This design comes from an exercise in tuning for small area and a short achievable clock period on the open sky130 flow, not from production work. Power figures rest on the tool's default switching activity, not on a simulated workload.

Setup of build 37:
==> module stack_alu, before the edit <==
module stack_alu #(
  parameter int DEPTH = 256,
  parameter int WIDTH = 4
) (
  input  logic             clk,
  input  logic             rst_n,
  input  logic [2:0]       opcode,
  input  logic [WIDTH-1:0] input_data,
  output logic [WIDTH-1:0] output_data,
  output logic             empty,
  output logic             full,
  output logic             overflow
);
  localparam logic [2:0] OP_PUSH = 3'b110;
  localparam logic [2:0] OP_POP  = 3'b111;
  localparam int MD = DEPTH - 3;          
  localparam int NL = 16;                 
  localparam int NR = 17;                 
  localparam int NM = NL * NR;            
  localparam int NW = (MD + NL - 1) / NL;   
  localparam int GR = 4;                  
  localparam int NP = (NW + GR - 1) / GR;
  localparam int M0 = NM - 4;             
  logic [NL-1:0]    lo;
  logic [NR-1:0]    hi;
  logic [WIDTH-1:0] mem [MD];
  logic [WIDTH-1:0] t_q, b_q;
  logic [WIDTH-1:0] c_part [NP];
  logic [WIDTH-1:0] c_push;
  logic             c_sel;
  logic [WIDTH-1:0] c_val;
  logic [WIDTH-1:0] out_q;
  logic             ovf_q;
  logic             empty_q, nfull_q, ge2_q;
  logic             nempty_o, full_o;
  always_comb begin
    c_val = '0;
    for (int p = 0; p < NP; p++) c_val = c_val | c_part[p];
    if (c_sel) c_val = c_push;
  end
  logic [NL-1:0] lo_n;
  logic [NR-1:0] hi_n;
  assign lo_n = ~lo;
  assign hi_n = ~hi;
  for (genvar i = 0; i < MD; i++) begin : g_wr
    localparam int MW = (i + NM - 1) % NM;
    logic we;
    stack_alu_nor2 u_we (.a(hi_n[MW / NL]), .b(lo_n[MW % NL]), .y(we));
    always_ff @(posedge clk) begin
      if (we) mem[i] <= c_val;
    end
  end
  logic [NW-1:0] row_n [WIDTH];           
  for (genvar w = 0; w < WIDTH; w++) begin : g_bit
    for (genvar h = 0; h < NW; h++) begin : g_row
      localparam int NS = (NL * h + NL > MD) ? MD - NL * h : NL;    
      localparam int NT = (NS + 2) / 3;                             
      logic [3*NT-1:0] s, d;
      logic [NT-1:0]   t_n;
      logic            x, y;
      for (genvar k = 0; k < 3 * NT; k++) begin : g_s
        if (k < NS) begin : g_live
          assign s[k] = lo[k];
          assign d[k] = mem[NL * h + k][w];
        end else begin : g_pad
          assign s[k] = 1'b0;
          assign d[k] = 1'b0;
        end
      end
      for (genvar t = 0; t < NT; t++) begin : g_t
        if (3 * t + 2 < NS) begin : g_full
          stack_alu_ao222n u_t (.s0(s[3*t]), .d0(d[3*t]), .s1(s[3*t+1]), .d1(d[3*t+1]),
                                .s2(s[3*t+2]), .d2(d[3*t+2]), .y(t_n[t]));
        end else begin : g_part
          assign t_n[t] = ~((s[3*t] & d[3*t]) | (s[3*t+1] & d[3*t+1]) |
                            (s[3*t+2] & d[3*t+2]));
        end
      end
      stack_alu_nand3 u_x (.a(t_n[0]), .b(t_n[1]), .c(t_n[2]), .y(x));
      if (NT == 6) begin : g_six
        stack_alu_nand3 u_y (.a(t_n[3]), .b(t_n[4]), .c(t_n[5]), .y(y));
      end else begin : g_less
        assign y = ~&t_n[NT-1:3];
      end
      stack_alu_oa21n u_r (.a(x), .b(y), .c(hi[h]), .y(row_n[w][h]));
    end
  end
  logic [WIDTH-1:0] rd_part [NP];
  always_comb begin
    for (int p = 0; p < NP; p++)
      for (int w = 0; w < WIDTH; w++) begin
        rd_part[p][w] = 1'b0;
        for (int h = GR * p; h < GR * p + GR && h < NW; h++)
          rd_part[p][w] = rd_part[p][w] | ~row_n[w][h];
      end
  end
  logic signed [WIDTH-1:0] a, b;
  logic signed [WIDTH:0]   sum;
  logic                    add_ovf, mul_ovf;
  logic [WIDTH-1:0]        mul_r;
  logic [WIDTH-1:0]        alu_res;
  logic                    alu_ovf;
  assign a   = t_q;
  assign b   = b_q;
  assign sum = {b[WIDTH-1], b} + {a[WIDTH-1], a};
  stack_alu_mul u_mul (.a(a), .b(b), .r(mul_r), .ovf(mul_ovf));
  assign add_ovf = sum[WIDTH] ^ sum[WIDTH-1];
  assign alu_res = opcode[0] ? mul_r : sum[WIDTH-1:0];
  assign alu_ovf = opcode[0] ? mul_ovf : add_ovf;
  logic do_push, do_pop, do_arith, inc, dec;
  assign do_push  = (opcode == OP_PUSH) && nfull_q;
  assign do_pop   = (opcode == OP_POP) && !empty_q;
  assign do_arith = (opcode[2:1] == 2'b10) && ge2_q;
  assign inc = do_push;
  assign dec = do_pop || do_arith;
  logic eq1, eq255, ge3;
  assign eq1   = hi[(M0 + 1) / NL] && lo[(M0 + 1) % NL];
  assign eq255 = hi[(DEPTH - 5) / NL] && lo[(DEPTH - 5) % NL];
  assign ge3   = !(hi[M0 / NL] && (lo[M0 % NL] || lo[(M0 + 1) % NL] || lo[(M0 + 2) % NL]));
  always_ff @(posedge clk or negedge rst_n) begin
    if (!rst_n) begin
      lo       <= NL'(1) << (M0 % NL);
      hi       <= NR'(1) << (M0 / NL);
      out_q    <= '0;
      ovf_q    <= 1'b0;
      empty_q  <= 1'b1;
      nfull_q  <= 1'b1;
      ge2_q    <= 1'b0;
    end else begin
      if (opcode == OP_PUSH || opcode == OP_POP) ovf_q <= 1'b0;
      if (do_pop) out_q <= t_q;
      if (do_arith) begin
        out_q <= alu_res;
        ovf_q <= alu_ovf;
      end
      if (inc) begin
        lo       <= {lo[NL-2:0], lo[NL-1]};
        if (lo[NL-1]) hi <= {hi[NR-2:0], hi[NR-1]};
        empty_q  <= 1'b0;
        nfull_q  <= !eq255;
        ge2_q    <= !empty_q;
      end else if (dec) begin
        lo       <= {lo[0], lo[NL-1:1]};
        if (lo[0]) hi <= {hi[0], hi[NR-1:1]};
        empty_q  <= eq1;
        nfull_q  <= 1'b1;
        ge2_q    <= ge3;
      end
    end
  end
  always_ff @(posedge clk or negedge rst_n) begin
    if (!rst_n) begin
      nempty_o <= 1'b0;
      full_o   <= 1'b0;
    end else begin
      nempty_o <= inc || (dec ? !eq1 : !empty_q);
      full_o   <= inc ? eq255 : (!dec && !nfull_q);
    end
  end
  always_ff @(posedge clk) begin
    if (rst_n) begin
      if (inc) begin
        t_q    <= input_data;
        b_q    <= t_q;
        c_push <= b_q;
        c_sel  <= 1'b1;
      end else if (dec) begin
        t_q    <= do_arith ? alu_res : b_q;
        b_q    <= c_val;
        c_sel  <= 1'b0;
        for (int p = 0; p < NP; p++) c_part[p] <= rd_part[p];
      end
    end
  end
  assign output_data = out_q;
  assign overflow    = ovf_q;
  assign empty       = !nempty_o;
  assign full        = full_o;
endmodule
clock: 7.5 ns
lec_check: 0
abc_clock_period_in_ps: 2500
cap_margin: 30
core_margin: 2
core_utilization: 40
cts_cluster_diameter: 80
cts_cluster_size: 30
setup_slack_margin: 4.88
slew_margin: 30
synth_hierarchical: 1
synth_minimum_keep_size: 0
run.sh (not shown) runs the stock make flow with config.mk's settings and CLKGATE_MAP_FILE= SYNTH_SCRIPT=/design/flow/synth_recipe.tcl, a recipe that flattens the netlist after the stock synthesis.
Input changes introduced in trial 26 (baseline for comparison: build 37):
-- flow/design.v --
<<< build 37, line 27
  logic [WIDTH-1:0] t_q, b_q;
  logic [WIDTH-1:0] c_part [NP];
  logic [WIDTH-1:0] c_push;
  logic             c_sel;
  logic [WIDTH-1:0] c_val;
  logic [WIDTH-1:0] out_q;
  logic             ovf_q;
  logic             empty_q, nfull_q, ge2_q;
  logic             nempty_o, full_o;
>>> trial 26, line 27
  logic [WIDTH-1:0] t_q, b_q;
  logic [WIDTH-1:0] c_part [NP];
  logic [WIDTH-1:0] c_val;
  logic [WIDTH-1:0] out_n, out_d, out_o;
  logic             ovf_n, ovf_d, ovf_o;
  logic             empty_q, nfull_q, ge2_q;
  logic             nempty_o, full_o;
<<< build 37, line 37
    c_val = '0;
    for (int p = 0; p < NP; p++) c_val = c_val | c_part[p];
    if (c_sel) c_val = c_push;
  end
  logic [NL-1:0] lo_n;
>>> trial 26, line 35
    c_val = '0;
    for (int p = 0; p < NP; p++) c_val = c_val | c_part[p];
  end
  logic [NL-1:0] lo_n;
<<< build 37, line 122
      lo       <= NL'(1) << (M0 % NL);
      hi       <= NR'(1) << (M0 / NL);
      out_q    <= '0;
      ovf_q    <= 1'b0;
      empty_q  <= 1'b1;
      nfull_q  <= 1'b1;
      ge2_q    <= 1'b0;
    end else begin
      if (opcode == OP_PUSH || opcode == OP_POP) ovf_q <= 1'b0;
      if (do_pop) out_q <= t_q;
      if (do_arith) begin
        out_q <= alu_res;
        ovf_q <= alu_ovf;
      end
      if (inc) begin
        lo       <= {lo[NL-2:0], lo[NL-1]};
>>> trial 26, line 119
      lo       <= NL'(1) << (M0 % NL);
      hi       <= NR'(1) << (M0 / NL);
      out_n    <= '1;
      ovf_n    <= 1'b1;
      empty_q  <= 1'b1;
      nfull_q  <= 1'b1;
      ge2_q    <= 1'b0;
    end else begin
      out_n    <= ~out_d;
      ovf_n    <= ~ovf_d;
      if (inc) begin
        lo       <= {lo[NL-2:0], lo[NL-1]};
<<< build 37, line 158
    end
  end
  always_ff @(posedge clk) begin
    if (rst_n) begin
      if (inc) begin
        t_q    <= input_data;
        b_q    <= t_q;
        c_push <= b_q;
        c_sel  <= 1'b1;
      end else if (dec) begin
        t_q    <= do_arith ? alu_res : b_q;
        b_q    <= c_val;
        c_sel  <= 1'b0;
        for (int p = 0; p < NP; p++) c_part[p] <= rd_part[p];
      end
    end
  end
  assign output_data = out_q;
  assign overflow    = ovf_q;
  assign empty       = !nempty_o;
  assign full        = full_o;
>>> trial 26, line 151
    end
  end
  always_comb begin
    out_d = ~out_n;
    ovf_d = ~ovf_n;
    if (opcode == OP_PUSH || opcode == OP_POP) ovf_d = 1'b0;
    if (do_pop) out_d = t_q;
    if (do_arith) begin
      out_d = alu_res;
      ovf_d = alu_ovf;
    end
  end
  always_ff @(posedge clk or negedge rst_n) begin
    if (!rst_n) begin
      out_o <= '0;
      ovf_o <= 1'b0;
    end else begin
      out_o <= out_d;
      ovf_o <= ovf_d;
    end
  end
  always_ff @(posedge clk) begin
    if (rst_n) begin
      if (inc) begin
        t_q <= input_data;
        b_q <= t_q;
        c_part[0] <= b_q;
        for (int p = 1; p < NP; p++) c_part[p] <= '0;
      end else if (dec) begin
        t_q <= do_arith ? alu_res : b_q;
        b_q <= c_val;
        for (int p = 0; p < NP; p++) c_part[p] <= rd_part[p];
      end
    end
  end
  assign output_data = out_o;
  assign overflow    = ovf_o;
  assign empty       = !nempty_o;
  assign full        = full_o;
[summary]
Trial 26: PASS, flow complete, no timing, DRC or antenna violations
Build 37 | status: complete | timing, DRC, antenna: pass
Trial 26 vs build 37 — cell count after synthesis climbed slightly
Between build 37 and trial 26, the fraction of the cycle the final worst path needs is lower for trial 26.
Between trial 26 and build 37, the die area does not differ in any meaningful way.
Against build 37, trial 26 comes in 1 higher on critical path depth.
On logic gate share of total power: between build 37 and trial 26, it ends up higher for trial 26.
Clock power: trial 26 vs build 37, no meaningful difference
Trial 26 ended up with empty as its endpoint of the worst setup timing path; build 37 ended up with output_data[0].
First-pass GRT wire length: trial 26 better than build 37
Summary — mean area per synthesized cell, trial 26 relative to build 37: lower, by 0.93%.
In terms of final standard cell area without fillers, trial 26 and build 37 differ only marginally.
Summary: with build 37 as the reference, routed wire length in trial 26 moved down slightly.
Diff build 37..trial 26 | clock slew seen by the registers of the worst setup and hold paths | negligible
[compare] base=build 37 new=trial 26: initial antenna violation count now sits lower, number of cells in the finished layout apart from fillers +27, worst setup slack now sits higher.
Function was not checked in any run of this note: the RTL went through the layout flow alone.


trial 79:
Another version of the RTL of stack_alu (not shown whole).
For scale: roughly 2100 cells after synthesis, about 1100 flip-flops, roughly 16 I/O pins.
==> module stack_alu, before the edit <==
module stack_alu #(
  parameter int DEPTH = 256,
  parameter int WIDTH = 4
) (
  input  logic             clk,
  input  logic             rst_n,
  input  logic [2:0]       opcode,
  input  logic [WIDTH-1:0] input_data,
  output logic [WIDTH-1:0] output_data,
  output logic             empty,
  output logic             full,
  output logic             overflow
);
  localparam int MD = DEPTH - 3;   
  localparam logic [2:0] OP_ADD  = 3'b100;
  localparam logic [2:0] OP_MUL  = 3'b101;
  localparam logic [2:0] OP_PUSH = 3'b110;
  localparam logic [2:0] OP_POP  = 3'b111;
  logic [WIDTH-1:0] mem [MD];
  localparam int NH = (DEPTH >> 4) + 1;
  logic [15:0]      lo_n;
  logic [NH-1:0]    hi_n;
  logic [WIDTH-1:0] t_q, b_q, c_q;
  logic [WIDTH-1:0] out_q;
  logic             ovf_q;
  logic             empty_q, full_q, ge2_q;
  logic [MD-1:0]    wr_sel;   
  logic [MD-1:0]    rd_sel;   
  logic [WIDTH-1:0] rd_data;
  logic [DEPTH:3] sel;
  for (genvar k = 3; k <= DEPTH; k++) begin : g_sel
    stack_alu_nor2 u_sel (.a(hi_n[k >> 4]), .b(lo_n[k & 15]), .y(sel[k]));
  end
  assign wr_sel = sel[MD+2:3];
  assign rd_sel = sel[MD+3:4];
  localparam int NT = (MD + 2) / 3;    
  localparam int NG = (NT + 2) / 3;    
  logic [MD+2:0]          rs;
  logic [WIDTH-1:0]       md [MD+3];
  logic [NG*3-1:0]        t_n [WIDTH];
  logic [NG-1:0]          grp [WIDTH];
  always_comb begin
    rs = '0;
    rs[MD-1:0] = rd_sel;
    for (int j = 0; j < MD + 3; j++) md[j] = (j < MD) ? mem[j] : '0;
  end
  for (genvar w = 0; w < WIDTH; w++) begin : g_bit
    for (genvar t = 0; t < NG * 3; t++) begin : g_t
      if (t < NT) begin : g_live
        stack_alu_ao222n u_t (
          .s0(rs[3*t]),     .d0(md[3*t][w]),
          .s1(rs[3*t + 1]), .d1(md[3*t + 1][w]),
          .s2(rs[3*t + 2]), .d2(md[3*t + 2][w]),
          .y(t_n[w][t]));
      end else begin : g_pad
        assign t_n[w][t] = 1'b1;
      end
    end
    for (genvar g = 0; g < NG; g++) begin : g_g
      stack_alu_nand3 u_g (.a(t_n[w][3*g]), .b(t_n[w][3*g + 1]), .c(t_n[w][3*g + 2]),
                           .y(grp[w][g]));
    end
    assign rd_data[w] = |grp[w];
  end
  always_ff @(posedge clk) begin
    for (int j = 0; j < MD; j++)
      if (wr_sel[j]) mem[j] <= c_q;
  end
  logic signed [WIDTH-1:0]   a, b;
  logic signed [WIDTH:0]     sum;
  logic                      add_ovf, mul_ovf;
  logic [WIDTH-1:0]          alu_res;
  logic                      alu_ovf;
  assign a    = t_q;
  assign b    = b_q;
  assign sum  = {b[WIDTH-1], b} + {a[WIDTH-1], a};
  logic [WIDTH-1:0] mul_r;
  stack_alu_mul u_mul (.a(a), .b(b), .r(mul_r), .ovf(mul_ovf));
  assign add_ovf = sum[WIDTH] ^ sum[WIDTH-1];
  assign alu_res = opcode[0] ? mul_r : sum[WIDTH-1:0];
  assign alu_ovf = opcode[0] ? mul_ovf : add_ovf;
  logic do_push, do_pop, do_arith, inc, dec;
  assign do_push  = (opcode == OP_PUSH) && !full_q;
  assign do_pop   = (opcode == OP_POP) && !empty_q;
  assign do_arith = (opcode[2:1] == 2'b10) && ge2_q;
  assign inc = do_push;
  assign dec = do_pop || do_arith;
  logic eq1, eq255, ge3;
  assign eq1   = !hi_n[0] && !lo_n[1];
  assign eq255 = !hi_n[(DEPTH - 1) >> 4] && !lo_n[(DEPTH - 1) & 15];
  assign ge3   = hi_n[0] || (lo_n[0] && lo_n[1] && lo_n[2]);
  always_ff @(posedge clk or negedge rst_n) begin
    if (!rst_n) begin
      lo_n    <= ~16'(1);
      hi_n    <= ~NH'(1);
      out_q   <= '0;
      ovf_q   <= 1'b0;
      empty_q <= 1'b1;
      full_q  <= 1'b0;
      ge2_q   <= 1'b0;
    end else begin
      if (opcode == OP_PUSH || opcode == OP_POP) ovf_q <= 1'b0;
      if (do_pop) out_q <= t_q;
      if (do_arith) begin
        out_q <= alu_res;
        ovf_q <= alu_ovf;
      end
      if (inc) begin
        lo_n    <= {lo_n[14:0], lo_n[15]};
        if (!lo_n[15]) hi_n <= {hi_n[NH-2:0], 1'b1};
        empty_q <= 1'b0;
        full_q  <= eq255;
        ge2_q   <= !empty_q;
      end else if (dec) begin
        lo_n    <= {lo_n[0], lo_n[15:1]};
        if (!lo_n[0]) hi_n <= {1'b1, hi_n[NH-1:1]};
        empty_q <= eq1;
        full_q  <= 1'b0;
        ge2_q   <= ge3;
      end
    end
  end
  always_ff @(posedge clk) begin
    if (rst_n) begin
      if (inc) begin
        t_q <= input_data;
        b_q <= t_q;
        c_q <= b_q;
      end else if (dec) begin
        t_q <= do_arith ? alu_res : b_q;
        b_q <= c_q;
        c_q <= rd_data;
      end
    end
  end
  assign output_data = out_q;
  assign overflow    = ovf_q;
  assign empty       = empty_q;
  assign full        = full_q;
endmodule
==> flow/config.mk <==
export PLATFORM = sky130hd
export DESIGN_NAME = stack_alu
export DESIGN_NICKNAME = stack_alu
export VERILOG_FILES = /design/flow/design.v
export SDC_FILE = /design/flow/constraint.sdc
export NUM_CORES = 4
export LEC_CHECK = 0
export ABC_CLOCK_PERIOD_IN_PS = 2500
export CAP_MARGIN = 30
export CORE_MARGIN = 2
export CORE_UTILIZATION = 40
export SETUP_SLACK_MARGIN = 5
export SLEW_MARGIN = 30
export SYNTH_HIERARCHICAL = 1
export SYNTH_MINIMUM_KEEP_SIZE = 0
==> flow/constraint.sdc <==
create_clock -name core_clock -period 7.5 [get_ports {clk}]
set_input_delay 1.5000 -clock core_clock [delete_from_list [all_inputs] [get_ports {clk}]]
set_output_delay 1.5000 -clock core_clock [all_outputs]
set_load 0.01 [all_outputs]
For trial 88, these inputs were changed with respect to trial 79:
==> flow/design.v, changed modules only <==
module stack_alu #(
  parameter int DEPTH = 256,
  parameter int WIDTH = 4
) (
  input  logic             clk,
  input  logic             rst_n,
  input  logic [2:0]       opcode,
  input  logic [WIDTH-1:0] input_data,
  output logic [WIDTH-1:0] output_data,
  output logic             empty,
  output logic             full,
  output logic             overflow
);
  localparam int CW = $clog2(DEPTH + 1);
  localparam int MD = DEPTH - 3;   
  localparam logic [2:0] OP_ADD  = 3'b100;
  localparam logic [2:0] OP_MUL  = 3'b101;
  localparam logic [2:0] OP_PUSH = 3'b110;
  localparam logic [2:0] OP_POP  = 3'b111;
  logic [WIDTH-1:0] mem [MD];
  logic [CW-1:0]    count;
  logic [WIDTH-1:0] t_q, b_q, c_q;
  logic [WIDTH-1:0] out_q;
  logic             ovf_q;
  logic             empty_q, full_q, ge2_q;
  logic [MD-1:0]    wr_sel;   
  logic [MD-1:0]    rd_sel;   
  logic [WIDTH-1:0] rd_data;
  localparam int NH = (DEPTH >> 4) + 1;
  logic [15:0]    lo_n;
  logic [NH-1:0]  hi_n;
  logic [DEPTH:3] sel;
  always_comb begin
    for (int i = 0; i < 16; i++) lo_n[i] = (count[3:0] != 4'(i));
    for (int i = 0; i < NH; i++) hi_n[i] = (count[CW-1:4] != (CW-4)'(i));
  end
  for (genvar k = 3; k <= DEPTH; k++) begin : g_sel
    stack_alu_nor2 u_sel (.a(hi_n[k >> 4]), .b(lo_n[k & 15]), .y(sel[k]));
  end
  assign wr_sel = sel[MD+2:3];
  assign rd_sel = sel[MD+3:4];
  localparam int NT = (MD + 2) / 3;    
  localparam int NG = (NT + 2) / 3;    
  logic [MD+2:0]          rs;
  logic [WIDTH-1:0]       md [MD+3];
  logic [NG*3-1:0]        t_n [WIDTH];
  logic [NG-1:0]          grp [WIDTH];
  always_comb begin
    rs = '0;
    rs[MD-1:0] = rd_sel;
    for (int j = 0; j < MD + 3; j++) md[j] = (j < MD) ? mem[j] : '0;
  end
  for (genvar w = 0; w < WIDTH; w++) begin : g_bit
    for (genvar t = 0; t < NG * 3; t++) begin : g_t
      if (t < NT) begin : g_live
        stack_alu_ao222n u_t (
          .s0(rs[3*t]),     .d0(md[3*t][w]),
          .s1(rs[3*t + 1]), .d1(md[3*t + 1][w]),
          .s2(rs[3*t + 2]), .d2(md[3*t + 2][w]),
          .y(t_n[w][t]));
      end else begin : g_pad
        assign t_n[w][t] = 1'b1;
      end
    end
    for (genvar g = 0; g < NG; g++) begin : g_g
      stack_alu_nand3 u_g (.a(t_n[w][3*g]), .b(t_n[w][3*g + 1]), .c(t_n[w][3*g + 2]),
                           .y(grp[w][g]));
    end
    assign rd_data[w] = |grp[w];
  end
  always_ff @(posedge clk) begin
    for (int j = 0; j < MD; j++)
      if (wr_sel[j]) mem[j] <= c_q;
  end
  logic signed [WIDTH-1:0]   a, b;
  logic signed [WIDTH:0]     sum;
  logic                      add_ovf, mul_ovf;
  logic [WIDTH-1:0]          alu_res;
  logic                      alu_ovf;
  assign a    = t_q;
  assign b    = b_q;
  assign sum  = {b[WIDTH-1], b} + {a[WIDTH-1], a};
  logic [WIDTH-1:0] mul_r;
  stack_alu_mul u_mul (.a(a), .b(b), .r(mul_r), .ovf(mul_ovf));
  assign add_ovf = sum[WIDTH] ^ sum[WIDTH-1];
  assign alu_res = opcode[0] ? mul_r : sum[WIDTH-1:0];
  assign alu_ovf = opcode[0] ? mul_ovf : add_ovf;
  logic do_push, do_pop, do_arith, inc, dec;
  assign do_push  = (opcode == OP_PUSH) && !full_q;
  assign do_pop   = (opcode == OP_POP) && !empty_q;
  assign do_arith = (opcode[2:1] == 2'b10) && ge2_q;
  assign inc = do_push;
  assign dec = do_pop || do_arith;
  logic eq1, eq255, ge3;
  assign eq1   = (count == CW'(1));
  assign eq255 = (count == CW'(DEPTH - 1));
  assign ge3   = (count >= CW'(3));
  always_ff @(posedge clk or negedge rst_n) begin
    if (!rst_n) begin
      count   <= '0;
      out_q   <= '0;
      ovf_q   <= 1'b0;
      empty_q <= 1'b1;
      full_q  <= 1'b0;
      ge2_q   <= 1'b0;
    end else begin
      if (opcode == OP_PUSH || opcode == OP_POP) ovf_q <= 1'b0;
      if (do_pop) out_q <= t_q;
      if (do_arith) begin
        out_q <= alu_res;
        ovf_q <= alu_ovf;
      end
      if (inc) begin
        count   <= count + CW'(1);
        empty_q <= 1'b0;
        full_q  <= eq255;
        ge2_q   <= !empty_q;
      end else if (dec) begin
        count   <= count - CW'(1);
        empty_q <= eq1;
        full_q  <= 1'b0;
        ge2_q   <= ge3;
      end
    end
  end
  always_ff @(posedge clk) begin
    if (rst_n) begin
      if (inc) begin
        t_q <= input_data;
        b_q <= t_q;
        c_q <= b_q;
      end else if (dec) begin
        t_q <= do_arith ? alu_res : b_q;
        b_q <= c_q;
        c_q <= rd_data;
      end
    end
  end
  assign output_data = out_q;
  assign overflow    = ovf_q;
  assign empty       = empty_q;
  assign full        = full_q;
endmodule
Findings:
- In the tables for trial 79 and trial 88, detailed route wirelength on metal3 reads higher with trial 88.
- Diff trial 79 -> trial 88: complex-gate fraction of the synthesized area has remained practically unchanged; final-layout clock buffer total has decreased; global-route usage has increased; cell area power density has decreased.
- On die area, trial 88 does better than trial 79.
- From trial 79 to trial 88 the numbers moved as follows: portion of total power attributed to the clock network climbed 11 points; cell area after layout dropped 0.39%.
No functional check of the RTL was part of any run of this note.

-- what the ideal ports hide --
No port has a modelled driver above. Below, the same layouts with a new extraction and two added sets of constraints. Step 1, drivers: a clkbuf_16 drives clk and a buf_2 each remaining input, both assumed. Step 2 also shifts input and output timing later by t, the mid clock arrival at the registers, as if the neighbouring blocks saw the same clock. Three values: ideal, step 1, step 2; two values: the first two.
run	t (ns)	setup slack, ns	hold WS [ns]	worst setup path after step 2	worst register clock-pin slew, ns
build 37	0.703	4.755 / 4.687 / 4.249	0.580 / 0.580 / 0.580	input to register	0.12 / 0.12
trial 26	0.678	4.849 / 4.786 / 4.347	0.574 / 0.574 / 0.574	input to register	0.11 / 0.11
trial 79	0.731	4.660 / 4.589 / 4.349	0.555 / 0.555 / 0.555	input to register	0.07 / 0.07
trial 88	0.707	4.290 / 4.290 / 4.213	0.517 / 0.517 / 0.517	input to register	0.07 / 0.07
After both steps setup and hold are still met in every run listed. The setup slack of build 37, which loses most, moves by -0.068 ns with the drivers and by -0.506 ns with both steps.
